Context: an optimization exercise on an open-source flow, tuned for small area and a short achievable clock period. The choices shown serve that exercise and are no tape-out recipe. In this exercise RTL edits were held to simulation tests only and were not proved equivalent to the original. Power is estimated from default activity; no workload was simulated.

<file path="flow/config.mk">
export PLATFORM = sky130hd
export DESIGN_NAME = wallaceMulTop
export DESIGN_NICKNAME = wallaceMulTop
export VERILOG_FILES = /design/flow/design.v
export SDC_FILE = /design/flow/constraint.sdc
export NUM_CORES = 4
export LEC_CHECK = 0
export ABC_CLOCK_PERIOD_IN_PS = 2500
export CAP_MARGIN = 20
export CORE_MARGIN = 2
export CORE_UTILIZATION = 60
export SETUP_SLACK_MARGIN = 2.1
export SLEW_MARGIN = 20
export SYNTH_HIERARCHICAL = 1
</file>
<file path="flow/constraint.sdc">
create_clock -name core_clock -period 4.3 [get_ports {clk}]
set_input_delay 0.8600 -clock core_clock [delete_from_list [all_inputs] [get_ports {clk}]]
set_output_delay 0.8600 -clock core_clock [all_outputs]
set_load 0.01 [all_outputs]
</file>
<file path="flow/design.v">
`timescale 1ns/1ps
package mulPkg;
	localparam int OpWidth   = 16;
	localparam int ProdWidth = 2 * OpWidth;
endpackage
`timescale 1ns/1ps
`timescale 1ns/1ps
module fullAdd (
	input  logic a,
	input  logic b,
	input  logic c,
	output logic s,
	output logic co
);
	assign s  = a ^ b ^ c;
	assign co = (a & b) | (a & c) | (b & c);
endmodule
module halfAdd (
	input  logic a,
	input  logic b,
	output logic s,
	output logic co
);
	assign s  = a ^ b;
	assign co = a & b;
endmodule
module boothEnc (
	input  logic [2:0] b,
	output logic       one,
	output logic       two,
	output logic       neg
);
	assign one = b[1] ^ b[0];
	assign two = (b[2] & ~b[1] & ~b[0]) | (~b[2] & b[1] & b[0]);
	assign neg = b[2];
endmodule
`timescale 1ns/1ps
`timescale 1ns/1ps
`timescale 1ns/1ps
`timescale 1ns/1ps
module wallaceMulTop (
	input  logic        clk,
	input  logic        arstN,
	input  logic        reqValid,
	input  logic [15:0] reqOpA,
	input  logic [15:0] reqOpB,
	output logic        respValid,
	output logic [31:0] respProduct
);
	logic        valid1_q;
	logic        valid2_q;
	logic [124:0] s1_d;
	logic [124:0] s1_q;
	logic [49:0] s2_d;
	logic [49:0] s2_q;
	logic [31:0] rowA;
	logic [31:0] rowB;
	logic [31:0] sum;
	always_ff @(posedge clk or negedge arstN) begin
		if (!arstN) begin
			valid1_q  <= 1'b0;
			valid2_q  <= 1'b0;
			respValid <= 1'b0;
		end else begin
			valid1_q  <= reqValid;
			valid2_q  <= valid1_q;
			respValid <= valid2_q;
		end
	end
	always_ff @(posedge clk) begin
		s1_q        <= s1_d;
		s2_q        <= s2_d;
		respProduct <= sum;
	end
	logic [16:0] bx;
	logic [7:0]  one;
	logic [7:0]  two;
	logic [7:0]  neg;
	assign bx = {reqOpB, 1'b0};
	for (genvar i = 0; i < 8; i++) begin : gEnc
		boothEnc uEnc (.b(bx[2*i+2:2*i]), .one(one[i]), .two(two[i]), .neg(neg[i]));
	end
	logic pp0_0;
	logic pp0_1;
	logic pp0_2;
	logic pp0_3;
	logic pp0_4;
	logic pp0_5;
	logic pp0_6;
	logic pp0_7;
	logic pp0_8;
	logic pp0_9;
	logic pp0_10;
	logic pp0_11;
	logic pp0_12;
	logic pp0_13;
	logic pp0_14;
	logic pp0_15;
	logic pp0_16;
	logic pp1_0;
	logic pp1_1;
	logic pp1_2;
	logic pp1_3;
	logic pp1_4;
	logic pp1_5;
	logic pp1_6;
	logic pp1_7;
	logic pp1_8;
	logic pp1_9;
	logic pp1_10;
	logic pp1_11;
	logic pp1_12;
	logic pp1_13;
	logic pp1_14;
	logic pp1_15;
	logic pp1_16;
	logic pp2_0;
	logic pp2_1;
	logic pp2_2;
	logic pp2_3;
	logic pp2_4;
	logic pp2_5;
	logic pp2_6;
	logic pp2_7;
	logic pp2_8;
	logic pp2_9;
	logic pp2_10;
	logic pp2_11;
	logic pp2_12;
	logic pp2_13;
	logic pp2_14;
	logic pp2_15;
	logic pp2_16;
	logic pp3_0;
	logic pp3_1;
	logic pp3_2;
	logic pp3_3;
	logic pp3_4;
	logic pp3_5;
	logic pp3_6;
	logic pp3_7;
	logic pp3_8;
	logic pp3_9;
	logic pp3_10;
	logic pp3_11;
	logic pp3_12;
	logic pp3_13;
	logic pp3_14;
	logic pp3_15;
	logic pp3_16;
	logic pp4_0;
	logic pp4_1;
	logic pp4_2;
	logic pp4_3;
	logic pp4_4;
	logic pp4_5;
	logic pp4_6;
	logic pp4_7;
	logic pp4_8;
	logic pp4_9;
	logic pp4_10;
	logic pp4_11;
	logic pp4_12;
	logic pp4_13;
	logic pp4_14;
	logic pp4_15;
	logic pp4_16;
	logic pp5_0;
	logic pp5_1;
	logic pp5_2;
	logic pp5_3;
	logic pp5_4;
	logic pp5_5;
	logic pp5_6;
	logic pp5_7;
	logic pp5_8;
	logic pp5_9;
	logic pp5_10;
	logic pp5_11;
	logic pp5_12;
	logic pp5_13;
	logic pp5_14;
	logic pp5_15;
	logic pp5_16;
	logic pp6_0;
	logic pp6_1;
	logic pp6_2;
	logic pp6_3;
	logic pp6_4;
	logic pp6_5;
	logic pp6_6;
	logic pp6_7;
	logic pp6_8;
	logic pp6_9;
	logic pp6_10;
	logic pp6_11;
	logic pp6_12;
	logic pp6_13;
	logic pp6_14;
	logic pp6_15;
	logic pp6_16;
	logic pp7_0;
	logic pp7_1;
	logic pp7_2;
	logic pp7_3;
	logic pp7_4;
	logic pp7_5;
	logic pp7_6;
	logic pp7_7;
	logic pp7_8;
	logic pp7_9;
	logic pp7_10;
	logic pp7_11;
	logic pp7_12;
	logic pp7_13;
	logic pp7_14;
	logic pp7_15;
	logic pp7_16;
	logic pp8_0;
	logic pp8_1;
	logic pp8_2;
	logic pp8_3;
	logic pp8_4;
	logic pp8_5;
	logic pp8_6;
	logic pp8_7;
	logic pp8_8;
	logic pp8_9;
	logic pp8_10;
	logic pp8_11;
	logic pp8_12;
	logic pp8_13;
	logic pp8_14;
	logic pp8_15;
	assign pp0_0 = (one[0] & reqOpA[0]) ^ neg[0];
	assign pp0_1 = ((one[0] & reqOpA[1]) | (two[0] & reqOpA[0])) ^ neg[0];
	assign pp0_2 = ((one[0] & reqOpA[2]) | (two[0] & reqOpA[1])) ^ neg[0];
	assign pp0_3 = ((one[0] & reqOpA[3]) | (two[0] & reqOpA[2])) ^ neg[0];
	assign pp0_4 = ((one[0] & reqOpA[4]) | (two[0] & reqOpA[3])) ^ neg[0];
	assign pp0_5 = ((one[0] & reqOpA[5]) | (two[0] & reqOpA[4])) ^ neg[0];
	assign pp0_6 = ((one[0] & reqOpA[6]) | (two[0] & reqOpA[5])) ^ neg[0];
	assign pp0_7 = ((one[0] & reqOpA[7]) | (two[0] & reqOpA[6])) ^ neg[0];
	assign pp0_8 = ((one[0] & reqOpA[8]) | (two[0] & reqOpA[7])) ^ neg[0];
	assign pp0_9 = ((one[0] & reqOpA[9]) | (two[0] & reqOpA[8])) ^ neg[0];
	assign pp0_10 = ((one[0] & reqOpA[10]) | (two[0] & reqOpA[9])) ^ neg[0];
	assign pp0_11 = ((one[0] & reqOpA[11]) | (two[0] & reqOpA[10])) ^ neg[0];
	assign pp0_12 = ((one[0] & reqOpA[12]) | (two[0] & reqOpA[11])) ^ neg[0];
	assign pp0_13 = ((one[0] & reqOpA[13]) | (two[0] & reqOpA[12])) ^ neg[0];
	assign pp0_14 = ((one[0] & reqOpA[14]) | (two[0] & reqOpA[13])) ^ neg[0];
	assign pp0_15 = ((one[0] & reqOpA[15]) | (two[0] & reqOpA[14])) ^ neg[0];
	assign pp0_16 = (two[0] & reqOpA[15]) ^ neg[0];
	assign pp1_0 = (one[1] & reqOpA[0]) ^ neg[1];
	assign pp1_1 = ((one[1] & reqOpA[1]) | (two[1] & reqOpA[0])) ^ neg[1];
	assign pp1_2 = ((one[1] & reqOpA[2]) | (two[1] & reqOpA[1])) ^ neg[1];
	assign pp1_3 = ((one[1] & reqOpA[3]) | (two[1] & reqOpA[2])) ^ neg[1];
	assign pp1_4 = ((one[1] & reqOpA[4]) | (two[1] & reqOpA[3])) ^ neg[1];
	assign pp1_5 = ((one[1] & reqOpA[5]) | (two[1] & reqOpA[4])) ^ neg[1];
	assign pp1_6 = ((one[1] & reqOpA[6]) | (two[1] & reqOpA[5])) ^ neg[1];
	assign pp1_7 = ((one[1] & reqOpA[7]) | (two[1] & reqOpA[6])) ^ neg[1];
	assign pp1_8 = ((one[1] & reqOpA[8]) | (two[1] & reqOpA[7])) ^ neg[1];
	assign pp1_9 = ((one[1] & reqOpA[9]) | (two[1] & reqOpA[8])) ^ neg[1];
	assign pp1_10 = ((one[1] & reqOpA[10]) | (two[1] & reqOpA[9])) ^ neg[1];
	assign pp1_11 = ((one[1] & reqOpA[11]) | (two[1] & reqOpA[10])) ^ neg[1];
	assign pp1_12 = ((one[1] & reqOpA[12]) | (two[1] & reqOpA[11])) ^ neg[1];
	assign pp1_13 = ((one[1] & reqOpA[13]) | (two[1] & reqOpA[12])) ^ neg[1];
	assign pp1_14 = ((one[1] & reqOpA[14]) | (two[1] & reqOpA[13])) ^ neg[1];
	assign pp1_15 = ((one[1] & reqOpA[15]) | (two[1] & reqOpA[14])) ^ neg[1];
	assign pp1_16 = (two[1] & reqOpA[15]) ^ neg[1];
	assign pp2_0 = (one[2] & reqOpA[0]) ^ neg[2];
	assign pp2_1 = ((one[2] & reqOpA[1]) | (two[2] & reqOpA[0])) ^ neg[2];
	assign pp2_2 = ((one[2] & reqOpA[2]) | (two[2] & reqOpA[1])) ^ neg[2];
	assign pp2_3 = ((one[2] & reqOpA[3]) | (two[2] & reqOpA[2])) ^ neg[2];
	assign pp2_4 = ((one[2] & reqOpA[4]) | (two[2] & reqOpA[3])) ^ neg[2];
	assign pp2_5 = ((one[2] & reqOpA[5]) | (two[2] & reqOpA[4])) ^ neg[2];
	assign pp2_6 = ((one[2] & reqOpA[6]) | (two[2] & reqOpA[5])) ^ neg[2];
	assign pp2_7 = ((one[2] & reqOpA[7]) | (two[2] & reqOpA[6])) ^ neg[2];
	assign pp2_8 = ((one[2] & reqOpA[8]) | (two[2] & reqOpA[7])) ^ neg[2];
	assign pp2_9 = ((one[2] & reqOpA[9]) | (two[2] & reqOpA[8])) ^ neg[2];
	assign pp2_10 = ((one[2] & reqOpA[10]) | (two[2] & reqOpA[9])) ^ neg[2];
	assign pp2_11 = ((one[2] & reqOpA[11]) | (two[2] & reqOpA[10])) ^ neg[2];
	assign pp2_12 = ((one[2] & reqOpA[12]) | (two[2] & reqOpA[11])) ^ neg[2];
	assign pp2_13 = ((one[2] & reqOpA[13]) | (two[2] & reqOpA[12])) ^ neg[2];
	assign pp2_14 = ((one[2] & reqOpA[14]) | (two[2] & reqOpA[13])) ^ neg[2];
	assign pp2_15 = ((one[2] & reqOpA[15]) | (two[2] & reqOpA[14])) ^ neg[2];
	assign pp2_16 = (two[2] & reqOpA[15]) ^ neg[2];
	assign pp3_0 = (one[3] & reqOpA[0]) ^ neg[3];
	assign pp3_1 = ((one[3] & reqOpA[1]) | (two[3] & reqOpA[0])) ^ neg[3];
	assign pp3_2 = ((one[3] & reqOpA[2]) | (two[3] & reqOpA[1])) ^ neg[3];
	assign pp3_3 = ((one[3] & reqOpA[3]) | (two[3] & reqOpA[2])) ^ neg[3];
	assign pp3_4 = ((one[3] & reqOpA[4]) | (two[3] & reqOpA[3])) ^ neg[3];
	assign pp3_5 = ((one[3] & reqOpA[5]) | (two[3] & reqOpA[4])) ^ neg[3];
	assign pp3_6 = ((one[3] & reqOpA[6]) | (two[3] & reqOpA[5])) ^ neg[3];
	assign pp3_7 = ((one[3] & reqOpA[7]) | (two[3] & reqOpA[6])) ^ neg[3];
	assign pp3_8 = ((one[3] & reqOpA[8]) | (two[3] & reqOpA[7])) ^ neg[3];
	assign pp3_9 = ((one[3] & reqOpA[9]) | (two[3] & reqOpA[8])) ^ neg[3];
	assign pp3_10 = ((one[3] & reqOpA[10]) | (two[3] & reqOpA[9])) ^ neg[3];
	assign pp3_11 = ((one[3] & reqOpA[11]) | (two[3] & reqOpA[10])) ^ neg[3];
	assign pp3_12 = ((one[3] & reqOpA[12]) | (two[3] & reqOpA[11])) ^ neg[3];
	assign pp3_13 = ((one[3] & reqOpA[13]) | (two[3] & reqOpA[12])) ^ neg[3];
	assign pp3_14 = ((one[3] & reqOpA[14]) | (two[3] & reqOpA[13])) ^ neg[3];
	assign pp3_15 = ((one[3] & reqOpA[15]) | (two[3] & reqOpA[14])) ^ neg[3];
	assign pp3_16 = (two[3] & reqOpA[15]) ^ neg[3];
	assign pp4_0 = (one[4] & reqOpA[0]) ^ neg[4];
	assign pp4_1 = ((one[4] & reqOpA[1]) | (two[4] & reqOpA[0])) ^ neg[4];
	assign pp4_2 = ((one[4] & reqOpA[2]) | (two[4] & reqOpA[1])) ^ neg[4];
	assign pp4_3 = ((one[4] & reqOpA[3]) | (two[4] & reqOpA[2])) ^ neg[4];
	assign pp4_4 = ((one[4] & reqOpA[4]) | (two[4] & reqOpA[3])) ^ neg[4];
	assign pp4_5 = ((one[4] & reqOpA[5]) | (two[4] & reqOpA[4])) ^ neg[4];
	assign pp4_6 = ((one[4] & reqOpA[6]) | (two[4] & reqOpA[5])) ^ neg[4];
	assign pp4_7 = ((one[4] & reqOpA[7]) | (two[4] & reqOpA[6])) ^ neg[4];
	assign pp4_8 = ((one[4] & reqOpA[8]) | (two[4] & reqOpA[7])) ^ neg[4];
	assign pp4_9 = ((one[4] & reqOpA[9]) | (two[4] & reqOpA[8])) ^ neg[4];
	assign pp4_10 = ((one[4] & reqOpA[10]) | (two[4] & reqOpA[9])) ^ neg[4];
	assign pp4_11 = ((one[4] & reqOpA[11]) | (two[4] & reqOpA[10])) ^ neg[4];
	assign pp4_12 = ((one[4] & reqOpA[12]) | (two[4] & reqOpA[11])) ^ neg[4];
	assign pp4_13 = ((one[4] & reqOpA[13]) | (two[4] & reqOpA[12])) ^ neg[4];
	assign pp4_14 = ((one[4] & reqOpA[14]) | (two[4] & reqOpA[13])) ^ neg[4];
	assign pp4_15 = ((one[4] & reqOpA[15]) | (two[4] & reqOpA[14])) ^ neg[4];
	assign pp4_16 = (two[4] & reqOpA[15]) ^ neg[4];
	assign pp5_0 = (one[5] & reqOpA[0]) ^ neg[5];
	assign pp5_1 = ((one[5] & reqOpA[1]) | (two[5] & reqOpA[0])) ^ neg[5];
	assign pp5_2 = ((one[5] & reqOpA[2]) | (two[5] & reqOpA[1])) ^ neg[5];
	assign pp5_3 = ((one[5] & reqOpA[3]) | (two[5] & reqOpA[2])) ^ neg[5];
	assign pp5_4 = ((one[5] & reqOpA[4]) | (two[5] & reqOpA[3])) ^ neg[5];
	assign pp5_5 = ((one[5] & reqOpA[5]) | (two[5] & reqOpA[4])) ^ neg[5];
	assign pp5_6 = ((one[5] & reqOpA[6]) | (two[5] & reqOpA[5])) ^ neg[5];
	assign pp5_7 = ((one[5] & reqOpA[7]) | (two[5] & reqOpA[6])) ^ neg[5];
	assign pp5_8 = ((one[5] & reqOpA[8]) | (two[5] & reqOpA[7])) ^ neg[5];
	assign pp5_9 = ((one[5] & reqOpA[9]) | (two[5] & reqOpA[8])) ^ neg[5];
	assign pp5_10 = ((one[5] & reqOpA[10]) | (two[5] & reqOpA[9])) ^ neg[5];
	assign pp5_11 = ((one[5] & reqOpA[11]) | (two[5] & reqOpA[10])) ^ neg[5];
	assign pp5_12 = ((one[5] & reqOpA[12]) | (two[5] & reqOpA[11])) ^ neg[5];
	assign pp5_13 = ((one[5] & reqOpA[13]) | (two[5] & reqOpA[12])) ^ neg[5];
	assign pp5_14 = ((one[5] & reqOpA[14]) | (two[5] & reqOpA[13])) ^ neg[5];
	assign pp5_15 = ((one[5] & reqOpA[15]) | (two[5] & reqOpA[14])) ^ neg[5];
	assign pp5_16 = (two[5] & reqOpA[15]) ^ neg[5];
	assign pp6_0 = (one[6] & reqOpA[0]) ^ neg[6];
	assign pp6_1 = ((one[6] & reqOpA[1]) | (two[6] & reqOpA[0])) ^ neg[6];
	assign pp6_2 = ((one[6] & reqOpA[2]) | (two[6] & reqOpA[1])) ^ neg[6];
	assign pp6_3 = ((one[6] & reqOpA[3]) | (two[6] & reqOpA[2])) ^ neg[6];
	assign pp6_4 = ((one[6] & reqOpA[4]) | (two[6] & reqOpA[3])) ^ neg[6];
	assign pp6_5 = ((one[6] & reqOpA[5]) | (two[6] & reqOpA[4])) ^ neg[6];
	assign pp6_6 = ((one[6] & reqOpA[6]) | (two[6] & reqOpA[5])) ^ neg[6];
	assign pp6_7 = ((one[6] & reqOpA[7]) | (two[6] & reqOpA[6])) ^ neg[6];
	assign pp6_8 = ((one[6] & reqOpA[8]) | (two[6] & reqOpA[7])) ^ neg[6];
	assign pp6_9 = ((one[6] & reqOpA[9]) | (two[6] & reqOpA[8])) ^ neg[6];
	assign pp6_10 = ((one[6] & reqOpA[10]) | (two[6] & reqOpA[9])) ^ neg[6];
	assign pp6_11 = ((one[6] & reqOpA[11]) | (two[6] & reqOpA[10])) ^ neg[6];
	assign pp6_12 = ((one[6] & reqOpA[12]) | (two[6] & reqOpA[11])) ^ neg[6];
	assign pp6_13 = ((one[6] & reqOpA[13]) | (two[6] & reqOpA[12])) ^ neg[6];
	assign pp6_14 = ((one[6] & reqOpA[14]) | (two[6] & reqOpA[13])) ^ neg[6];
	assign pp6_15 = ((one[6] & reqOpA[15]) | (two[6] & reqOpA[14])) ^ neg[6];
	assign pp6_16 = (two[6] & reqOpA[15]) ^ neg[6];
	assign pp7_0 = (one[7] & reqOpA[0]) ^ neg[7];
	assign pp7_1 = ((one[7] & reqOpA[1]) | (two[7] & reqOpA[0])) ^ neg[7];
	assign pp7_2 = ((one[7] & reqOpA[2]) | (two[7] & reqOpA[1])) ^ neg[7];
	assign pp7_3 = ((one[7] & reqOpA[3]) | (two[7] & reqOpA[2])) ^ neg[7];
	assign pp7_4 = ((one[7] & reqOpA[4]) | (two[7] & reqOpA[3])) ^ neg[7];
	assign pp7_5 = ((one[7] & reqOpA[5]) | (two[7] & reqOpA[4])) ^ neg[7];
	assign pp7_6 = ((one[7] & reqOpA[6]) | (two[7] & reqOpA[5])) ^ neg[7];
	assign pp7_7 = ((one[7] & reqOpA[7]) | (two[7] & reqOpA[6])) ^ neg[7];
	assign pp7_8 = ((one[7] & reqOpA[8]) | (two[7] & reqOpA[7])) ^ neg[7];
	assign pp7_9 = ((one[7] & reqOpA[9]) | (two[7] & reqOpA[8])) ^ neg[7];
	assign pp7_10 = ((one[7] & reqOpA[10]) | (two[7] & reqOpA[9])) ^ neg[7];
	assign pp7_11 = ((one[7] & reqOpA[11]) | (two[7] & reqOpA[10])) ^ neg[7];
	assign pp7_12 = ((one[7] & reqOpA[12]) | (two[7] & reqOpA[11])) ^ neg[7];
	assign pp7_13 = ((one[7] & reqOpA[13]) | (two[7] & reqOpA[12])) ^ neg[7];
	assign pp7_14 = ((one[7] & reqOpA[14]) | (two[7] & reqOpA[13])) ^ neg[7];
	assign pp7_15 = ((one[7] & reqOpA[15]) | (two[7] & reqOpA[14])) ^ neg[7];
	assign pp7_16 = (two[7] & reqOpA[15]) ^ neg[7];
	assign pp8_0 = reqOpA[0] & reqOpB[15];
	assign pp8_1 = reqOpA[1] & reqOpB[15];
	assign pp8_2 = reqOpA[2] & reqOpB[15];
	assign pp8_3 = reqOpA[3] & reqOpB[15];
	assign pp8_4 = reqOpA[4] & reqOpB[15];
	assign pp8_5 = reqOpA[5] & reqOpB[15];
	assign pp8_6 = reqOpA[6] & reqOpB[15];
	assign pp8_7 = reqOpA[7] & reqOpB[15];
	assign pp8_8 = reqOpA[8] & reqOpB[15];
	assign pp8_9 = reqOpA[9] & reqOpB[15];
	assign pp8_10 = reqOpA[10] & reqOpB[15];
	assign pp8_11 = reqOpA[11] & reqOpB[15];
	assign pp8_12 = reqOpA[12] & reqOpB[15];
	assign pp8_13 = reqOpA[13] & reqOpB[15];
	assign pp8_14 = reqOpA[14] & reqOpB[15];
	assign pp8_15 = reqOpA[15] & reqOpB[15];
	logic xs1;
	logic xc2;
	logic xs3;
	logic xc4;
	logic xs5;
	logic xc6;
	logic xs7;
	logic xc8;
	logic xs9;
	logic xc10;
	logic xs11;
	logic xc12;
	logic xs13;
	logic xc14;
	logic xs15;
	logic xc16;
	logic xs17;
	logic xc18;
	logic xs19;
	logic xc20;
	logic xs21;
	logic xc22;
	logic xs23;
	logic xc24;
	logic xs25;
	logic xc26;
	logic xs27;
	logic xc28;
	logic xs29;
	logic xc30;
	logic xs31;
	logic xc32;
	logic xs33;
	logic xc34;
	logic xs35;
	logic xc36;
	logic xs37;
	logic xc38;
	logic xs39;
	logic xc40;
	logic xs41;
	logic xc42;
	logic xs43;
	logic xc44;
	logic xs45;
	logic xc46;
	logic xs47;
	logic xc48;
	logic xs49;
	logic xc50;
	logic xs51;
	logic xc52;
	logic xs53;
	logic xc54;
	logic xs55;
	logic xc56;
	logic xs57;
	logic xc58;
	logic xs59;
	logic xc60;
	logic xs61;
	logic xc62;
	logic xs63;
	logic xc64;
	logic xs65;
	logic xc66;
	logic xs67;
	logic xc68;
	logic xs69;
	logic xc70;
	logic xs71;
	logic xc72;
	logic xs73;
	logic xc74;
	logic xs75;
	logic xc76;
	logic xs77;
	logic xc78;
	logic xs79;
	logic xc80;
	logic xs81;
	logic xc82;
	logic xs83;
	logic xc84;
	logic xs85;
	logic xc86;
	logic xs87;
	logic xc88;
	logic xs89;
	logic xc90;
	logic xs91;
	logic xc92;
	logic xs93;
	logic xc94;
	logic xs95;
	logic xc96;
	logic xs97;
	logic xc98;
	logic xs99;
	logic xc100;
	logic xs101;
	logic xc102;
	logic xs103;
	logic xc104;
	logic xs105;
	logic xc106;
	logic xs107;
	logic xc108;
	logic xs109;
	logic xc110;
	logic xs111;
	logic xc112;
	halfAdd uxs1 (.a(neg[0]), .b(pp0_0), .s(xs1), .co(xc2));
	halfAdd uxs3 (.a(pp0_1), .b(xc2), .s(xs3), .co(xc4));
	fullAdd uxs5 (.a(neg[1]), .b(pp0_2), .c(pp1_0), .s(xs5), .co(xc6));
	halfAdd uxs7 (.a(pp0_3), .b(pp1_1), .s(xs7), .co(xc8));
	fullAdd uxs9 (.a(neg[2]), .b(pp0_4), .c(pp1_2), .s(xs9), .co(xc10));
	halfAdd uxs11 (.a(pp2_0), .b(xc8), .s(xs11), .co(xc12));
	fullAdd uxs13 (.a(pp0_5), .b(pp1_3), .c(pp2_1), .s(xs13), .co(xc14));
	fullAdd uxs15 (.a(neg[3]), .b(pp0_6), .c(pp1_4), .s(xs15), .co(xc16));
	fullAdd uxs17 (.a(pp0_7), .b(pp1_5), .c(pp2_3), .s(xs17), .co(xc18));
	fullAdd uxs19 (.a(neg[4]), .b(pp0_8), .c(pp1_6), .s(xs19), .co(xc20));
	fullAdd uxs21 (.a(pp2_4), .b(pp3_2), .c(pp4_0), .s(xs21), .co(xc22));
	fullAdd uxs23 (.a(pp0_9), .b(pp1_7), .c(pp2_5), .s(xs23), .co(xc24));
	fullAdd uxs25 (.a(neg[5]), .b(pp0_10), .c(pp1_8), .s(xs25), .co(xc26));
	fullAdd uxs27 (.a(pp2_6), .b(pp3_4), .c(pp4_2), .s(xs27), .co(xc28));
	fullAdd uxs29 (.a(pp0_11), .b(pp1_9), .c(pp2_7), .s(xs29), .co(xc30));
	fullAdd uxs31 (.a(pp3_5), .b(pp4_3), .c(pp5_1), .s(xs31), .co(xc32));
	fullAdd uxs33 (.a(neg[6]), .b(pp0_12), .c(pp1_10), .s(xs33), .co(xc34));
	fullAdd uxs35 (.a(pp2_8), .b(pp3_6), .c(pp4_4), .s(xs35), .co(xc36));
	fullAdd uxs37 (.a(pp0_13), .b(pp1_11), .c(pp2_9), .s(xs37), .co(xc38));
	fullAdd uxs39 (.a(pp3_7), .b(pp4_5), .c(pp5_3), .s(xs39), .co(xc40));
	fullAdd uxs41 (.a(neg[7]), .b(pp0_14), .c(pp1_12), .s(xs41), .co(xc42));
	fullAdd uxs43 (.a(pp2_10), .b(pp3_8), .c(pp4_6), .s(xs43), .co(xc44));
	fullAdd uxs45 (.a(pp5_4), .b(pp6_2), .c(pp7_0), .s(xs45), .co(xc46));
	fullAdd uxs47 (.a(pp0_15), .b(pp1_13), .c(pp2_11), .s(xs47), .co(xc48));
	fullAdd uxs49 (.a(pp3_9), .b(pp4_7), .c(pp5_5), .s(xs49), .co(xc50));
	fullAdd uxs51 (.a(pp8_0), .b(pp0_16), .c(pp1_14), .s(xs51), .co(xc52));
	fullAdd uxs53 (.a(pp2_12), .b(pp3_10), .c(pp4_8), .s(xs53), .co(xc54));
	fullAdd uxs55 (.a(pp5_6), .b(pp6_4), .c(pp7_2), .s(xs55), .co(xc56));
	fullAdd uxs57 (.a(pp8_1), .b(neg[0]), .c(pp1_15), .s(xs57), .co(xc58));
	fullAdd uxs59 (.a(pp2_13), .b(pp3_11), .c(pp4_9), .s(xs59), .co(xc60));
	fullAdd uxs61 (.a(pp5_7), .b(pp6_5), .c(pp7_3), .s(xs61), .co(xc62));
	fullAdd uxs63 (.a(pp8_2), .b(neg[0]), .c(pp1_16), .s(xs63), .co(xc64));
	fullAdd uxs65 (.a(pp2_14), .b(pp3_12), .c(pp4_10), .s(xs65), .co(xc66));
	fullAdd uxs67 (.a(pp5_8), .b(pp6_6), .c(pp7_4), .s(xs67), .co(xc68));
	fullAdd uxs69 (.a(pp8_3), .b(~neg[0]), .c(~neg[1]), .s(xs69), .co(xc70));
	fullAdd uxs71 (.a(pp2_15), .b(pp3_13), .c(pp4_11), .s(xs71), .co(xc72));
	fullAdd uxs73 (.a(pp5_9), .b(pp6_7), .c(pp7_5), .s(xs73), .co(xc74));
	assign xs75 = ~(pp8_4 ^ xc70);
	assign xc76 = pp8_4 | xc70;
	fullAdd uxs77 (.a(pp2_16), .b(pp3_14), .c(pp4_12), .s(xs77), .co(xc78));
	fullAdd uxs79 (.a(pp5_10), .b(pp6_8), .c(pp7_6), .s(xs79), .co(xc80));
	fullAdd uxs81 (.a(pp8_5), .b(~neg[2]), .c(pp3_15), .s(xs81), .co(xc82));
	fullAdd uxs83 (.a(pp4_13), .b(pp5_11), .c(pp6_9), .s(xs83), .co(xc84));
	assign xs85 = ~(pp8_6 ^ pp3_16);
	assign xc86 = pp8_6 | pp3_16;
	fullAdd uxs87 (.a(pp4_14), .b(pp5_12), .c(pp6_10), .s(xs87), .co(xc88));
	fullAdd uxs89 (.a(pp8_7), .b(~neg[3]), .c(pp4_15), .s(xs89), .co(xc90));
	fullAdd uxs91 (.a(pp5_13), .b(pp6_11), .c(pp7_9), .s(xs91), .co(xc92));
	assign xs93 = ~(pp8_8 ^ pp4_16);
	assign xc94 = pp8_8 | pp4_16;
	fullAdd uxs95 (.a(pp5_14), .b(pp6_12), .c(pp7_10), .s(xs95), .co(xc96));
	fullAdd uxs97 (.a(pp8_9), .b(~neg[4]), .c(pp5_15), .s(xs97), .co(xc98));
	assign xs99 = ~(pp8_10 ^ pp5_16);
	assign xc100 = pp8_10 | pp5_16;
	fullAdd uxs101 (.a(pp8_11), .b(~neg[5]), .c(pp6_15), .s(xs101), .co(xc102));
	halfAdd uxs103 (.a(pp7_13), .b(xc100), .s(xs103), .co(xc104));
	assign xs105 = ~(pp8_12 ^ pp6_16);
	assign xc106 = pp8_12 | pp6_16;
	fullAdd uxs107 (.a(pp8_13), .b(~neg[6]), .c(pp7_15), .s(xs107), .co(xc108));
	assign xs109 = ~(pp8_14 ^ pp7_16);
	assign xc110 = pp8_14 | pp7_16;
	halfAdd uxs111 (.a(pp8_15), .b(~neg[7]), .s(xs111), .co(xc112));
	assign s1_d[0] = xs1;  
	assign s1_d[1] = xs3;  
	assign s1_d[2] = xc4;  
	assign s1_d[3] = xs5;  
	assign s1_d[4] = xs7;  
	assign s1_d[5] = xc6;  
	assign s1_d[6] = xs9;  
	assign s1_d[7] = xs11;  
	assign s1_d[8] = xc10;  
	assign s1_d[9] = xc12;  
	assign s1_d[10] = xs13;  
	assign s1_d[11] = pp2_2;  
	assign s1_d[12] = pp3_0;  
	assign s1_d[13] = xc14;  
	assign s1_d[14] = xs15;  
	assign s1_d[15] = pp3_1;  
	assign s1_d[16] = xc16;  
	assign s1_d[17] = xs17;  
	assign s1_d[18] = xc18;  
	assign s1_d[19] = xs19;  
	assign s1_d[20] = xs21;  
	assign s1_d[21] = pp3_3;  
	assign s1_d[22] = pp4_1;  
	assign s1_d[23] = xc20;  
	assign s1_d[24] = xc22;  
	assign s1_d[25] = xs23;  
	assign s1_d[26] = pp5_0;  
	assign s1_d[27] = xc24;  
	assign s1_d[28] = xs25;  
	assign s1_d[29] = xs27;  
	assign s1_d[30] = xc26;  
	assign s1_d[31] = xc28;  
	assign s1_d[32] = xs29;  
	assign s1_d[33] = xs31;  
	assign s1_d[34] = pp5_2;  
	assign s1_d[35] = pp6_0;  
	assign s1_d[36] = xc30;  
	assign s1_d[37] = xc32;  
	assign s1_d[38] = xs33;  
	assign s1_d[39] = xs35;  
	assign s1_d[40] = pp6_1;  
	assign s1_d[41] = xc34;  
	assign s1_d[42] = xc36;  
	assign s1_d[43] = xs37;  
	assign s1_d[44] = xs39;  
	assign s1_d[45] = xc38;  
	assign s1_d[46] = xc40;  
	assign s1_d[47] = xs41;  
	assign s1_d[48] = xs43;  
	assign s1_d[49] = xs45;  
	assign s1_d[50] = pp6_3;  
	assign s1_d[51] = pp7_1;  
	assign s1_d[52] = xc42;  
	assign s1_d[53] = xc44;  
	assign s1_d[54] = xc46;  
	assign s1_d[55] = xs47;  
	assign s1_d[56] = xs49;  
	assign s1_d[57] = xc48;  
	assign s1_d[58] = xc50;  
	assign s1_d[59] = xs51;  
	assign s1_d[60] = xs53;  
	assign s1_d[61] = xs55;  
	assign s1_d[62] = xc52;  
	assign s1_d[63] = xc54;  
	assign s1_d[64] = xc56;  
	assign s1_d[65] = xs57;  
	assign s1_d[66] = xs59;  
	assign s1_d[67] = xs61;  
	assign s1_d[68] = xc58;  
	assign s1_d[69] = xc60;  
	assign s1_d[70] = xc62;  
	assign s1_d[71] = xs63;  
	assign s1_d[72] = xs65;  
	assign s1_d[73] = xs67;  
	assign s1_d[74] = xs69;  
	assign s1_d[75] = xc64;  
	assign s1_d[76] = xc66;  
	assign s1_d[77] = xc68;  
	assign s1_d[78] = xs71;  
	assign s1_d[79] = xs73;  
	assign s1_d[80] = xs75;  
	assign s1_d[81] = xc72;  
	assign s1_d[82] = xc74;  
	assign s1_d[83] = xs77;  
	assign s1_d[84] = xs79;  
	assign s1_d[85] = pp7_7;  
	assign s1_d[86] = xc76;  
	assign s1_d[87] = xc78;  
	assign s1_d[88] = xc80;  
	assign s1_d[89] = xs81;  
	assign s1_d[90] = xs83;  
	assign s1_d[91] = pp7_8;  
	assign s1_d[92] = xs85;  
	assign s1_d[93] = xc82;  
	assign s1_d[94] = xc84;  
	assign s1_d[95] = xs87;  
	assign s1_d[96] = xc86;  
	assign s1_d[97] = xc88;  
	assign s1_d[98] = xs89;  
	assign s1_d[99] = xs91;  
	assign s1_d[100] = xs93;  
	assign s1_d[101] = xc90;  
	assign s1_d[102] = xc92;  
	assign s1_d[103] = xs95;  
	assign s1_d[104] = pp6_13;  
	assign s1_d[105] = pp7_11;  
	assign s1_d[106] = xc94;  
	assign s1_d[107] = xc96;  
	assign s1_d[108] = xs97;  
	assign s1_d[109] = pp6_14;  
	assign s1_d[110] = pp7_12;  
	assign s1_d[111] = xs99;  
	assign s1_d[112] = xc98;  
	assign s1_d[113] = xs101;  
	assign s1_d[114] = xs103;  
	assign s1_d[115] = pp7_14;  
	assign s1_d[116] = xs105;  
	assign s1_d[117] = xc102;  
	assign s1_d[118] = xc104;  
	assign s1_d[119] = xc106;  
	assign s1_d[120] = xs107;  
	assign s1_d[121] = xs109;  
	assign s1_d[122] = xc108;  
	assign s1_d[123] = xs111;  
	assign s1_d[124] = xc110;  
	logic ys113;
	logic yc114;
	logic ys115;
	logic yc116;
	logic ys117;
	logic yc118;
	logic ys119;
	logic yc120;
	logic ys121;
	logic yc122;
	logic ys123;
	logic yc124;
	logic ys125;
	logic yc126;
	logic ys127;
	logic yc128;
	logic ys129;
	logic yc130;
	logic ys131;
	logic yc132;
	logic ys133;
	logic yc134;
	logic ys135;
	logic yc136;
	logic ys137;
	logic yc138;
	logic ys139;
	logic yc140;
	logic ys141;
	logic yc142;
	logic ys143;
	logic yc144;
	logic ys145;
	logic yc146;
	logic ys147;
	logic yc148;
	logic ys149;
	logic yc150;
	logic ys151;
	logic yc152;
	logic ys153;
	logic yc154;
	logic ys155;
	logic yc156;
	logic ys157;
	logic yc158;
	logic ys159;
	logic yc160;
	logic ys161;
	logic yc162;
	logic ys163;
	logic yc164;
	logic ys165;
	logic yc166;
	logic ys167;
	logic yc168;
	logic ys169;
	logic yc170;
	logic ys171;
	logic yc172;
	logic ys173;
	logic yc174;
	logic ys175;
	logic yc176;
	logic ys177;
	logic yc178;
	logic ys179;
	logic yc180;
	logic ys181;
	logic yc182;
	logic ys183;
	logic yc184;
	logic ys185;
	logic yc186;
	logic ys187;
	logic yc188;
	logic ys189;
	logic yc190;
	logic ys191;
	logic yc192;
	logic ys193;
	logic yc194;
	logic ys195;
	logic yc196;
	logic ys197;
	logic yc198;
	logic ys199;
	logic yc200;
	logic ys201;
	logic yc202;
	logic ys203;
	logic yc204;
	logic ys205;
	logic yc206;
	logic ys207;
	logic yc208;
	logic ys209;
	logic yc210;
	logic ys211;
	logic yc212;
	logic ys213;
	logic yc214;
	logic ys215;
	logic yc216;
	logic ys217;
	logic yc218;
	logic ys219;
	logic yc220;
	logic ys221;
	logic yc222;
	logic ys223;
	logic yc224;
	logic ys225;
	logic yc226;
	logic ys227;
	logic yc228;
	logic ys229;
	logic yc230;
	logic ys231;
	logic yc232;
	logic ys233;
	logic yc234;
	logic ys235;
	logic yc236;
	logic ys237;
	logic yc238;
	logic ys239;
	logic yc240;
	logic ys241;
	logic yc242;
	logic ys243;
	logic yc244;
	logic ys245;
	logic yc246;
	logic ys247;
	logic yc248;
	logic ys249;
	logic yc250;
	logic ys251;
	logic yc252;
	logic ys253;
	logic yc254;
	logic ys255;
	logic yc256;
	logic ys257;
	logic yc258;
	logic ys259;
	logic yc260;
	logic ys261;
	logic yc262;
	logic ys263;
	logic yc264;
	logic ys265;
	logic yc266;
	logic ys267;
	logic yc268;
	logic ys269;
	logic yc270;
	logic ys271;
	logic yc272;
	logic ys273;
	logic yc274;
	logic ys275;
	logic yc276;
	logic ys277;
	logic yc278;
	logic ys279;
	logic yc280;
	logic ys281;
	logic yc282;
	logic ys283;
	logic yc284;
	halfAdd uys113 (.a(s1_q[2]), .b(s1_q[3]), .s(ys113), .co(yc114));
	fullAdd uys115 (.a(s1_q[4]), .b(s1_q[5]), .c(yc114), .s(ys115), .co(yc116));
	fullAdd uys117 (.a(s1_q[6]), .b(s1_q[7]), .c(yc116), .s(ys117), .co(yc118));
	fullAdd uys119 (.a(s1_q[8]), .b(s1_q[9]), .c(s1_q[10]), .s(ys119), .co(yc120));
	halfAdd uys121 (.a(ys119), .b(yc118), .s(ys121), .co(yc122));
	fullAdd uys123 (.a(s1_q[11]), .b(s1_q[12]), .c(s1_q[13]), .s(ys123), .co(yc124));
	fullAdd uys125 (.a(s1_q[14]), .b(yc120), .c(ys123), .s(ys125), .co(yc126));
	halfAdd uys127 (.a(ys125), .b(yc122), .s(ys127), .co(yc128));
	fullAdd uys129 (.a(s1_q[15]), .b(s1_q[16]), .c(s1_q[17]), .s(ys129), .co(yc130));
	fullAdd uys131 (.a(yc124), .b(ys129), .c(yc126), .s(ys131), .co(yc132));
	halfAdd uys133 (.a(ys131), .b(yc128), .s(ys133), .co(yc134));
	fullAdd uys135 (.a(s1_q[18]), .b(s1_q[19]), .c(s1_q[20]), .s(ys135), .co(yc136));
	fullAdd uys137 (.a(yc130), .b(ys135), .c(yc132), .s(ys137), .co(yc138));
	fullAdd uys139 (.a(s1_q[21]), .b(s1_q[22]), .c(s1_q[23]), .s(ys139), .co(yc140));
	fullAdd uys141 (.a(s1_q[24]), .b(s1_q[25]), .c(yc136), .s(ys141), .co(yc142));
	halfAdd uys143 (.a(ys139), .b(ys141), .s(ys143), .co(yc144));
	fullAdd uys145 (.a(s1_q[26]), .b(s1_q[27]), .c(s1_q[28]), .s(ys145), .co(yc146));
	fullAdd uys147 (.a(s1_q[29]), .b(yc140), .c(ys145), .s(ys147), .co(yc148));
	fullAdd uys149 (.a(yc142), .b(ys147), .c(yc144), .s(ys149), .co(yc150));
	fullAdd uys151 (.a(s1_q[30]), .b(s1_q[31]), .c(s1_q[32]), .s(ys151), .co(yc152));
	fullAdd uys153 (.a(s1_q[33]), .b(yc146), .c(ys151), .s(ys153), .co(yc154));
	halfAdd uys155 (.a(yc148), .b(ys153), .s(ys155), .co(yc156));
	fullAdd uys157 (.a(s1_q[34]), .b(s1_q[35]), .c(s1_q[36]), .s(ys157), .co(yc158));
	fullAdd uys159 (.a(s1_q[37]), .b(s1_q[38]), .c(s1_q[39]), .s(ys159), .co(yc160));
	fullAdd uys161 (.a(yc152), .b(ys157), .c(ys159), .s(ys161), .co(yc162));
	fullAdd uys163 (.a(yc154), .b(ys161), .c(yc156), .s(ys163), .co(yc164));
	fullAdd uys165 (.a(s1_q[40]), .b(s1_q[41]), .c(s1_q[42]), .s(ys165), .co(yc166));
	fullAdd uys167 (.a(s1_q[43]), .b(s1_q[44]), .c(yc158), .s(ys167), .co(yc168));
	fullAdd uys169 (.a(yc160), .b(ys165), .c(yc162), .s(ys169), .co(yc170));
	halfAdd uys171 (.a(ys167), .b(ys169), .s(ys171), .co(yc172));
	fullAdd uys173 (.a(s1_q[45]), .b(s1_q[46]), .c(s1_q[47]), .s(ys173), .co(yc174));
	fullAdd uys175 (.a(s1_q[48]), .b(s1_q[49]), .c(yc166), .s(ys175), .co(yc176));
	fullAdd uys177 (.a(ys173), .b(yc168), .c(ys175), .s(ys177), .co(yc178));
	halfAdd uys179 (.a(yc170), .b(ys177), .s(ys179), .co(yc180));
	fullAdd uys181 (.a(s1_q[50]), .b(s1_q[51]), .c(s1_q[52]), .s(ys181), .co(yc182));
	fullAdd uys183 (.a(s1_q[53]), .b(s1_q[54]), .c(s1_q[55]), .s(ys183), .co(yc184));
	fullAdd uys185 (.a(s1_q[56]), .b(yc174), .c(ys181), .s(ys185), .co(yc186));
	fullAdd uys187 (.a(ys183), .b(yc176), .c(ys185), .s(ys187), .co(yc188));
	halfAdd uys189 (.a(yc178), .b(ys187), .s(ys189), .co(yc190));
	fullAdd uys191 (.a(s1_q[57]), .b(s1_q[58]), .c(s1_q[59]), .s(ys191), .co(yc192));
	fullAdd uys193 (.a(s1_q[60]), .b(s1_q[61]), .c(yc182), .s(ys193), .co(yc194));
	fullAdd uys195 (.a(yc184), .b(ys191), .c(yc186), .s(ys195), .co(yc196));
	fullAdd uys197 (.a(ys193), .b(yc188), .c(ys195), .s(ys197), .co(yc198));
	fullAdd uys199 (.a(s1_q[62]), .b(s1_q[63]), .c(s1_q[64]), .s(ys199), .co(yc200));
	fullAdd uys201 (.a(s1_q[65]), .b(s1_q[66]), .c(s1_q[67]), .s(ys201), .co(yc202));
	fullAdd uys203 (.a(yc192), .b(ys199), .c(ys201), .s(ys203), .co(yc204));
	fullAdd uys205 (.a(yc194), .b(ys203), .c(yc196), .s(ys205), .co(yc206));
	fullAdd uys207 (.a(s1_q[68]), .b(s1_q[69]), .c(s1_q[70]), .s(ys207), .co(yc208));
	fullAdd uys209 (.a(s1_q[71]), .b(s1_q[72]), .c(s1_q[73]), .s(ys209), .co(yc210));
	fullAdd uys211 (.a(yc200), .b(yc202), .c(ys207), .s(ys211), .co(yc212));
	fullAdd uys213 (.a(ys209), .b(yc204), .c(ys211), .s(ys213), .co(yc214));
	fullAdd uys215 (.a(s1_q[74]), .b(s1_q[75]), .c(s1_q[76]), .s(ys215), .co(yc216));
	fullAdd uys217 (.a(s1_q[77]), .b(s1_q[78]), .c(s1_q[79]), .s(ys217), .co(yc218));
	fullAdd uys219 (.a(yc208), .b(yc210), .c(ys215), .s(ys219), .co(yc220));
	fullAdd uys221 (.a(ys217), .b(yc212), .c(ys219), .s(ys221), .co(yc222));
	fullAdd uys223 (.a(s1_q[80]), .b(s1_q[81]), .c(s1_q[82]), .s(ys223), .co(yc224));
	fullAdd uys225 (.a(s1_q[83]), .b(s1_q[84]), .c(yc216), .s(ys225), .co(yc226));
	fullAdd uys227 (.a(yc218), .b(ys223), .c(yc220), .s(ys227), .co(yc228));
	fullAdd uys229 (.a(ys225), .b(yc222), .c(ys227), .s(ys229), .co(yc230));
	fullAdd uys231 (.a(s1_q[85]), .b(s1_q[86]), .c(s1_q[87]), .s(ys231), .co(yc232));
	fullAdd uys233 (.a(s1_q[88]), .b(s1_q[89]), .c(s1_q[90]), .s(ys233), .co(yc234));
	fullAdd uys235 (.a(yc224), .b(ys231), .c(ys233), .s(ys235), .co(yc236));
	fullAdd uys237 (.a(yc226), .b(ys235), .c(yc228), .s(ys237), .co(yc238));
	fullAdd uys239 (.a(s1_q[91]), .b(s1_q[92]), .c(s1_q[93]), .s(ys239), .co(yc240));
	fullAdd uys241 (.a(s1_q[94]), .b(s1_q[95]), .c(yc232), .s(ys241), .co(yc242));
	fullAdd uys243 (.a(yc234), .b(ys239), .c(yc236), .s(ys243), .co(yc244));
	halfAdd uys245 (.a(ys241), .b(ys243), .s(ys245), .co(yc246));
	fullAdd uys247 (.a(s1_q[96]), .b(s1_q[97]), .c(s1_q[98]), .s(ys247), .co(yc248));
	fullAdd uys249 (.a(s1_q[99]), .b(yc240), .c(ys247), .s(ys249), .co(yc250));
	fullAdd uys251 (.a(yc242), .b(ys249), .c(yc244), .s(ys251), .co(yc252));
	fullAdd uys253 (.a(s1_q[100]), .b(s1_q[101]), .c(s1_q[102]), .s(ys253), .co(yc254));
	fullAdd uys255 (.a(s1_q[103]), .b(yc248), .c(ys253), .s(ys255), .co(yc256));
	halfAdd uys257 (.a(yc250), .b(ys255), .s(ys257), .co(yc258));
	fullAdd uys259 (.a(s1_q[104]), .b(s1_q[105]), .c(s1_q[106]), .s(ys259), .co(yc260));
	fullAdd uys261 (.a(s1_q[107]), .b(s1_q[108]), .c(yc254), .s(ys261), .co(yc262));
	fullAdd uys263 (.a(ys259), .b(yc256), .c(ys261), .s(ys263), .co(yc264));
	fullAdd uys265 (.a(s1_q[109]), .b(s1_q[110]), .c(s1_q[111]), .s(ys265), .co(yc266));
	fullAdd uys267 (.a(s1_q[112]), .b(yc260), .c(ys265), .s(ys267), .co(yc268));
	fullAdd uys269 (.a(yc262), .b(ys267), .c(yc264), .s(ys269), .co(yc270));
	fullAdd uys271 (.a(s1_q[113]), .b(s1_q[114]), .c(yc266), .s(ys271), .co(yc272));
	halfAdd uys273 (.a(yc268), .b(ys271), .s(ys273), .co(yc274));
	fullAdd uys275 (.a(s1_q[115]), .b(s1_q[116]), .c(s1_q[117]), .s(ys275), .co(yc276));
	fullAdd uys277 (.a(s1_q[118]), .b(ys275), .c(yc272), .s(ys277), .co(yc278));
	fullAdd uys279 (.a(s1_q[119]), .b(s1_q[120]), .c(yc276), .s(ys279), .co(yc280));
	fullAdd uys281 (.a(s1_q[121]), .b(s1_q[122]), .c(yc280), .s(ys281), .co(yc282));
	fullAdd uys283 (.a(s1_q[123]), .b(s1_q[124]), .c(yc282), .s(ys283), .co(yc284));
	assign s2_d[0] = s1_q[0];  
	assign s2_d[1] = s1_q[1];  
	assign s2_d[2] = ys113;  
	assign s2_d[3] = ys115;  
	assign s2_d[4] = ys117;  
	assign s2_d[5] = ys121;  
	assign s2_d[6] = ys127;  
	assign s2_d[7] = ys133;  
	assign s2_d[8] = yc134;  
	assign s2_d[9] = ys137;  
	assign s2_d[10] = ys143;  
	assign s2_d[11] = yc138;  
	assign s2_d[12] = ys149;  
	assign s2_d[13] = ys155;  
	assign s2_d[14] = yc150;  
	assign s2_d[15] = ys163;  
	assign s2_d[16] = yc164;  
	assign s2_d[17] = ys171;  
	assign s2_d[18] = yc172;  
	assign s2_d[19] = ys179;  
	assign s2_d[20] = yc180;  
	assign s2_d[21] = ys189;  
	assign s2_d[22] = yc190;  
	assign s2_d[23] = ys197;  
	assign s2_d[24] = yc198;  
	assign s2_d[25] = ys205;  
	assign s2_d[26] = ys213;  
	assign s2_d[27] = yc206;  
	assign s2_d[28] = yc214;  
	assign s2_d[29] = ys221;  
	assign s2_d[30] = ys229;  
	assign s2_d[31] = yc230;  
	assign s2_d[32] = ys237;  
	assign s2_d[33] = yc238;  
	assign s2_d[34] = ys245;  
	assign s2_d[35] = yc246;  
	assign s2_d[36] = ys251;  
	assign s2_d[37] = ys257;  
	assign s2_d[38] = yc252;  
	assign s2_d[39] = yc258;  
	assign s2_d[40] = ys263;  
	assign s2_d[41] = ys269;  
	assign s2_d[42] = ys273;  
	assign s2_d[43] = yc270;  
	assign s2_d[44] = yc274;  
	assign s2_d[45] = ys277;  
	assign s2_d[46] = ys279;  
	assign s2_d[47] = yc278;  
	assign s2_d[48] = ys281;  
	assign s2_d[49] = ys283;  
	assign rowA[0] = s2_q[0];
	assign rowB[0] = 1'b0;
	assign rowA[1] = s2_q[1];
	assign rowB[1] = 1'b0;
	assign rowA[2] = s2_q[2];
	assign rowB[2] = 1'b0;
	assign rowA[3] = s2_q[3];
	assign rowB[3] = 1'b0;
	assign rowA[4] = s2_q[4];
	assign rowB[4] = 1'b0;
	assign rowA[5] = s2_q[5];
	assign rowB[5] = 1'b0;
	assign rowA[6] = s2_q[6];
	assign rowB[6] = 1'b0;
	assign rowA[7] = s2_q[7];
	assign rowB[7] = 1'b0;
	assign rowA[8] = s2_q[8];
	assign rowB[8] = s2_q[9];
	assign rowA[9] = s2_q[10];
	assign rowB[9] = s2_q[11];
	assign rowA[10] = s2_q[12];
	assign rowB[10] = 1'b0;
	assign rowA[11] = s2_q[13];
	assign rowB[11] = s2_q[14];
	assign rowA[12] = s2_q[15];
	assign rowB[12] = 1'b0;
	assign rowA[13] = s2_q[16];
	assign rowB[13] = s2_q[17];
	assign rowA[14] = s2_q[18];
	assign rowB[14] = s2_q[19];
	assign rowA[15] = s2_q[20];
	assign rowB[15] = s2_q[21];
	assign rowA[16] = s2_q[22];
	assign rowB[16] = s2_q[23];
	assign rowA[17] = s2_q[24];
	assign rowB[17] = s2_q[25];
	assign rowA[18] = s2_q[26];
	assign rowB[18] = s2_q[27];
	assign rowA[19] = s2_q[28];
	assign rowB[19] = s2_q[29];
	assign rowA[20] = s2_q[30];
	assign rowB[20] = 1'b0;
	assign rowA[21] = s2_q[31];
	assign rowB[21] = s2_q[32];
	assign rowA[22] = s2_q[33];
	assign rowB[22] = s2_q[34];
	assign rowA[23] = s2_q[35];
	assign rowB[23] = s2_q[36];
	assign rowA[24] = s2_q[37];
	assign rowB[24] = s2_q[38];
	assign rowA[25] = s2_q[39];
	assign rowB[25] = s2_q[40];
	assign rowA[26] = s2_q[41];
	assign rowB[26] = 1'b0;
	assign rowA[27] = s2_q[42];
	assign rowB[27] = s2_q[43];
	assign rowA[28] = s2_q[44];
	assign rowB[28] = s2_q[45];
	assign rowA[29] = s2_q[46];
	assign rowB[29] = s2_q[47];
	assign rowA[30] = s2_q[48];
	assign rowB[30] = 1'b0;
	assign rowA[31] = s2_q[49];
	assign rowB[31] = 1'b0;
	assign sum = rowA + rowB;
endmodule
</file>
<file path="flow/flow/run.sh">
#!/bin/bash
# The standard layout (standard.sh, unchanged synthesis) with two changes:
# the port buffers are plain buf_2 cells instead of the delay buffers that
# buffer_ports picks by default, and the clock tree is built from clkbuf_8 cells without dummy loads.
set -euo pipefail
export BUFFER_PORTS_ARGS="-buffer_cell sky130_fd_sc_hd__buf_2"
export CTS_ARGS="-sink_clustering_enable -repair_clock_nets -buf_list sky130_fd_sc_hd__clkbuf_8 -dont_use_dummy_load -sink_clustering_size 14 -sink_clustering_max_diameter 100"
bash standard.sh > standard.log 2>&1
</file>
<file path="flow/standard.sh">
#!/bin/bash
# synth_recipe.tcl (not shown) runs the flow's synth.tcl, then flattens the netlist and writes it again
# the make line also repeats each setting of config.mk as NAME=value (left out here)
make -C /OpenROAD-flow-scripts/flow DESIGN_CONFIG=/design/flow/config.mk WORK_HOME=/design/flow/orfs CLKGATE_MAP_FILE= SYNTH_SCRIPT=/design/flow/synth_recipe.tcl "${@:-finish}"
</file>
==> results.toml, run 1 <==
[grt]
grt_pass1_wl_mm = 39.6
grt_pass1_vias = 7420
grt_max_degree = 35
antenna_found_initial = 0
track_usage_pct = 25.7
grt_overflow = 0

[timing]
finalClockSkew_ps = 36.9
tns_ps = 0
post-route-period-util_pct = 52.2
rsz0062_at_grt = "true"
hold_viol_final = 0
fmax_mhz = 445
slew_violations = 0
setup_viol = 0
worst_hold_slack_ps = 134
fin_crit_ps = 2250

[clock_network]
insertion_delay_ps = 520
postCtsHoldBufs = 0
cts-buffers-inserted = 18
cts_tree = "yes"
clockBufferDepth = 3
htree_levels = 1
cts.clk_slew.worst_paths_ps = 90
cts_root_buf = "clkbuf_8"
clock-sinks = 210

[placement]
post-dp-hpwl_mm = 17.4
gp_congestion = 0.860
portBuffers = 67

[worst_setup_path]
max_stage_delay_ps = 560
crit_chain = "fa_1 > fa_2 > fa_2 > fa_1"
path_buf_inv = 0
crit_fanout = 1
cp_data_arrival_time_ps = 2650
critPathLaunchType = "flip-flop"
end_kind = "flip-flop"
cp.required_ps = 4710
crit_slowest_cell = "fa_1"
rrSetupSlack_ps = 2050
crit_type = "reg2reg"
path_delay_family = "adder cells"

[synth]
synth.distinct_cells = 53
syn_inst = 940
yosysSeqAreaShare_pct = 38.4
async_reset_ff_share_pct = 1.43
syn_area_per_cell_um2 = 11.7
yosysWarnings = 7
ys_seq_elements = 210
synth.area.top_cells = "dfxtp_1 38%, fa_1 22%, xnor2_1 12%"
synth_edf_count = 0
synthFlopType = "dfxtp_1"
yosys.area.top_type = "dfxtp_1"
syn-cell-area_um2 = 11000
synth_top_area_share_pct = 37.7

[cells_and_area]
final_core_util_pct = 67.1
drive_gt1_share_pct = 17.5
diodes = 0
layout_common_cells = "206 x dfxtp_1, 146 x xnor2_1, 113 x a22oi_1"
fill_cells = 1377
nets = 1165
area_delta_synth_final_pct = 9.74
final_common_cell = "dfxtp_1"

[floorplan]
ios = 68
rows = 49
die_h_um = 139
coreArea_um2 = 18000
initial_utilization_pct = 61.2
fp.dieW_um = 139
die-area_um2 = 19400

[routing]
drc_errors = 0
firstDrtPassIters = 4
drtAntennaViolNets = 0
drt_wl_total_mm = 25.0
dr.first_iter.drc_count = 458
drt-wirelength-per-cell_um = 20.9
vias_per_cell = 5.93
vias = 7089

[pwr]
p_leak_uw = 0.00479
ir_drop_v = 0.000508
powerDensity_nw_per_um2 = 684

[worst_hold_path]
hold_path.class = "in2async"

[status]
status = "complete, no violations"

[run]
timing.max_cap.violations = 0
[sequential cells by signal (all words and copies together) (netlist names)]
register and cells:
respProduct 32, respValid 1, s1_q 125, s2_q 50
valid1_q 1, valid2_q 1
[stage by stage]
| stage | cells | power [µW] | instance area (µm²) | setup WS [ps] |
|---|---|---|---|---|
| after floorplan | 942 | 5930 | 11300 | 2030 |
| final | 1196 | 8250 | 12100 | 2050 |
| after CTS | 1193 | 8180 | 12000 | 2060 |
| after global routing | 1196 | 8940 | 12100 | 2000 |
| after detailed placement | 1159 | 7100 | 11400 | 873 |
| after global placement | 1159 | 6970 | 11400 | 889 |
[Yosys stat by module, one instance, submodules excluded]
module / times used / cell area, µm² / flip-flops and latches
boothEnc: 8 / 38.8 / 0
fullAdd: 118 / 20.0 / 0
wallaceMulTop: 1 / 8090 / 210
halfAdd: 18 / 12.5 / 0
[synth_stat cells, types with 2 or more instances]
cell type,count
a21oi_1,16
o211ai_1,4
xnor2_1,148
nor2_1,16
o21ai_0,8
buf_2,8
nand2b_1,9
a22oi_1,120
clkbuf_1,74
nor3_1,3
dfxtp_1,207
dfrtp_1,3
a311oi_1,3
nor4_2,2
nand4_1,5
o21a_1,2
nand3_1,3
fa_1,119
buf_4,8
o22ai_2,8
inv_1,27
xor2_1,15
and2_1,10
a31oi_1,2
nand2_1,45
a211oi_1,2
a21o_1,4
ha_1,42
o22ai_1,2
a21oi_2,2
[layout make-up]
cell class | instances | area [µm²] | area share (%)
Inverter | 27 | 101 | 0.841
Sequential cell | 210 | 4220 | 35.0
Multi-Input combinational cell | 615 | 6520 | 54.1
Tap cell | 229 | 287 | 2.38
Timing Repair Buffer | 97 | 678 | 5.62
Clock buffer | 18 | 248 | 2.05
[logic make-up after synthesis]
logic type	after synthesis	share of synthesized area [%]
buf+inv	117	4.36
compound gates	186	13.1
fa+ha+maj	161	26.5
xor+xnor	163	13.0
flops	210	38.4
mux	1	0.0911
simple gates	101	4.53
other cells	1	0.0341
[per-layer routing]
layer	global-route usage (%)	vias to the layer above	wire length [µm]
li1	-	3180	-
met5	0	-	0
met3	4.54	47	1690
met4	6.59	0	488
met1	37.0	3563	11300
met2	40.8	299	11500
[repair_timing]
| action | 4_1_cts | 5_1_grt |
|---|---|---|
| pin swaps | 10 | 5 |
| cloned | 0 | 0 |
| resized for setup | 25 | 17 |
| endpoints found under the setup margin | 123 | 65 |
| buffers inserted | 16 | 3 |
[power breakdown]
part | internal (µW) | switching, µW | total [µW]
combinational | 1890 | 2270 | 4160
clock | 377 | 601 | 978
sequential | 2750 | 356 | 3110
total | 5030 | 3230 | 8250
[path summary, 6_finish.rpt]
check                         start   endpoint  cells past startpoint
max                        s1_q[52]   s2_q[23]                      4
min                           arstN  respValid                      1
max reg2reg                s1_q[52]   s2_q[23]                      4
min reg2reg                 s1_q[1]    s2_q[1]                      0
max in group asynchronous     arstN   valid1_q                      1
min in group core_clock     s1_q[1]    s2_q[1]                      0
==> inputs of run 2 (changes only) <==
--- a/flow/config.mk
+++ b/flow/config.mk
@@ -9,6 +9,6 @@
 export CAP_MARGIN = 20
 export CORE_MARGIN = 2
 export CORE_UTILIZATION = 60
-export SETUP_SLACK_MARGIN = 2.1
+export SETUP_SLACK_MARGIN = 2.2
 export SLEW_MARGIN = 20
 export SYNTH_HIERARCHICAL = 1
==> run 2 against run 1 <==
Net effect: first-iteration DRC count rose by 32%; combinational power increased by 4%; largest power group unchanged; via count down 0.79%; sequential cell count unchanged; die area is the same.
==> results.toml, run 2 <==
[floorplan]
rows = 49
coreArea_um2 = 18000
die-area_um2 = 19400
initial_utilization_pct = 61.2
ios = 68
fp.dieW_um = 139
die_h_um = 139

[clock_network]
insertion_delay_ps = 520
cts-buffers-inserted = 18
cts.clk_slew.worst_paths_ps = 90
clockBufferDepth = 3
cts_root_buf = "clkbuf_8"
htree_levels = 1
postCtsHoldBufs = 0
clock-sinks = 210
cts_tree = "yes"

[status]
status = "complete, no violations"

[synth]
synthTopCellsByCount = "207 x dfxtp_1, 148 x xnor2_1, 120 x a22oi_1"
synth_edf_count = 0
synth.distinct_cells = 53
yosysWarnings = 7
synth_top_area_share_pct = 37.7
synth_most_common_cell = "dfxtp_1"
syn_area_per_cell_um2 = 11.7
ys_seq_elements = 210
yosys.area.top_type = "dfxtp_1"
synth.area.top_cells = "dfxtp_1 38%, fa_1 22%, xnor2_1 12%"
synthFlopType = "dfxtp_1"
yosysSeqAreaShare_pct = 38.4
syn-cell-area_um2 = 11000
syn_inst = 940
async_reset_ff_share_pct = 1.43

[worst_setup_path]
crit_type = "reg2reg"
max_stage_delay_ps = 600
crit_fanout = 1
end_kind = "flip-flop"
cp_data_arrival_time_ps = 2800
critPathLaunchType = "flip-flop"
crit_chain = "fa_1 > fa_2 > fa_2 > fa_2"
cp.required_ps = 4750
worst_path_most_repeated_cell = "fa_2"
crit_slowest_cell = "fa_1"
rrSetupSlack_ps = 1950

[placement]
post-dp-hpwl_mm = 16.9
gp_congestion = 0.880
portBuffers = 67

[grt]
use_met2_pct = 38.5
grt_overflow = 0
grt_busiest_layer = "met2"
grt_pass1_wl_mm = 39.3
grt_pass1_vias = 7425
grt_max_degree = 35
met3_usage_pct = 6.81
antenna_found_initial = 0
use_met1_pct = 36.4
track_usage_pct = 25.5

[timing]
tightest_slew_ps = 500
rsz0062_at_grt = "true"
fin_crit_ps = 2350
tns_ps = 0
slew_violations = 0
finalClockSkew_ps = 15.9
max-slew-margin-rel_pct = 66.7
setup_viol = 0
fmax_mhz = 426
hold_viol_final = 0
post-route-period-util_pct = 54.6

[cells_and_area]
final_common_cell = "dfxtp_1"
layout_common_cells = "199 x dfxtp_1, 145 x xnor2_1, 107 x a22oi_1"
final_core_util_pct = 68.4
largestRegisters = "s1_q (125), s2_q (50), respProduct (32)"
largest_reg_flops = 125
regMostFlops = "s1_q"
nets = 1168
area_delta_synth_final_pct = 11.8
drive_gt1_share_pct = 21.6
diodes = 0

[worst_hold_path]
hold_path.class = "in2async"

[routing]
vias_per_cell = 5.87
vias = 7033
dr.first_iter.drc_count = 605
drt_wl_total_mm = 24.7
drt-wirelength-per-cell_um = 20.6
drc_errors = 0
drtAntennaViolNets = 0
firstDrtPassIters = 5

[pwr]
p_leak_uw = 0.00483
powerDensity_nw_per_um2 = 684
ir_drop_v = 0.000469

[run]
timing.max_cap.violations = 0
[run 2: final timing paths]
check	start	to	depth (start not counted)
worst max register to register	s1_q[76]	s2_q[30]	4
worst min register to register	s2_q[6]	respProduct[6]	0
worst min-delay path	arstN	valid2_q	1
worst max-delay path	s1_q[76]	s2_q[30]	4
min in group core_clock	s2_q[6]	respProduct[6]	0
max in group asynchronous	arstN	respValid	1
[run 2: timing repair]
action | in CTS | in global routing
endpoints found under the setup margin | 133 | 59
endpoints found under the hold margin | 0 | 0
setup buffers | 20 | 2
pin swaps | 12 | 13
gates cloned | 0 | 0
gates resized for setup | 45 | 34
[run 2: metal layers]
| metal | wire, µm | up-vias |
|---|---|---|
| li1 | - | 3193 |
| met1 | 10700 | 3445 |
| met2 | 11100 | 350 |
| met3 | 2320 | 45 |
| met4 | 527 | 0 |
| met5 | 0 | - |
[run 2: cells by family (layout without fill, tap and decap cells)]
kind of cell / count (synthesis) / in the layout / share of synthesized area [%]
XOR/XNOR: 163 / 163 / 13.0
AO/OA/AOI/OAI: 186 / 186 / 13.1
other: 1 / 3 / 0.0341
flip-flops: 210 / 210 / 38.4
AND/OR/NAND/NOR: 101 / 101 / 4.53
adder cells (fa/ha/maj): 161 / 161 / 26.5
buffers and inverters: 117 / 145 / 4.36
multiplexers: 1 / 1 / 0.0911
[run 2: where the power goes]
group          switching, µW  total, µW  internal [µW]
Sequential               363       3120           2760
Combinational           2320       4310           1990
Clock                    600        977            377
Total                   3280       8400           5120
[run 2: per-module statistics from Yosys, one instance, submodules excluded]
module,flip-flops and latches,area (µm²),cells
fullAdd,0,20.0,1
halfAdd,0,12.5,1
wallaceMulTop,210,8090,764
boothEnc,0,38.8,5
[run 2: worst max-delay path, delay by kind of cell (launching register included)]
kind	cells	cell delay (ps)
adders and majority gates	4	1960
DFF	1	340
[run 2: area by class of cell]
| class | count | area, µm² |
|---|---|---|
| clock buffer | 18 | 248 |
| fill | 1337 | 5680 |
| inverter | 27 | 101 |
| multi-input combinational | 615 | 6670 |
| sequential | 210 | 4230 |
| tap | 229 | 287 |
| timing repair buffer | 100 | 752 |
[run 2: through the flow]
stage	cell area [µm²]	setup WS, ps	cells	power [µW]	hold slack (ps)
after global routing	12300	1920	1199	9140	108
after floorplan	11500	2030	942	5970	310
final	12300	1950	1199	8400	129
after CTS	12100	1980	1197	8280	109
after global placement	11500	834	1159	6960	311
after detailed placement	11500	782	1159	7120	314

static timing again, ports no longer ideal:
Ports are ideal in the flow. The routed layouts listed here were re-timed in OpenROAD.
Step 1, drivers: a clkbuf_16 drives clk and a buf_2 each remaining input, both assumed.
Step 2 adds t to the input delays and takes it off the output delays; t is the mean of the earliest and latest rising clock arrival at the registers after step 1. Input paths then give back, and output paths get back, about the clock's delay inside the block.
Three values: no drivers, after step 1, after step 2; two values: the first two.
run	t (ns)	setup slack, ns	hold slack, ns	latest minus earliest clock arrival (ns)	pins driven straight from the clock port
run 1	0.540	2.054 / 2.054 / 1.651	0.134 / 0.112 / 0.332	0.039 / 0.038	1
run 2	0.548	1.951 / 1.951 / 1.690	0.129 / 0.107 / 0.332	0.022 / 0.022	1
After both steps every run listed still meets setup and hold. For run 1, which loses most, drivers alone change the setup slack by 0.000 ns; drivers and shift together by -0.403 ns.
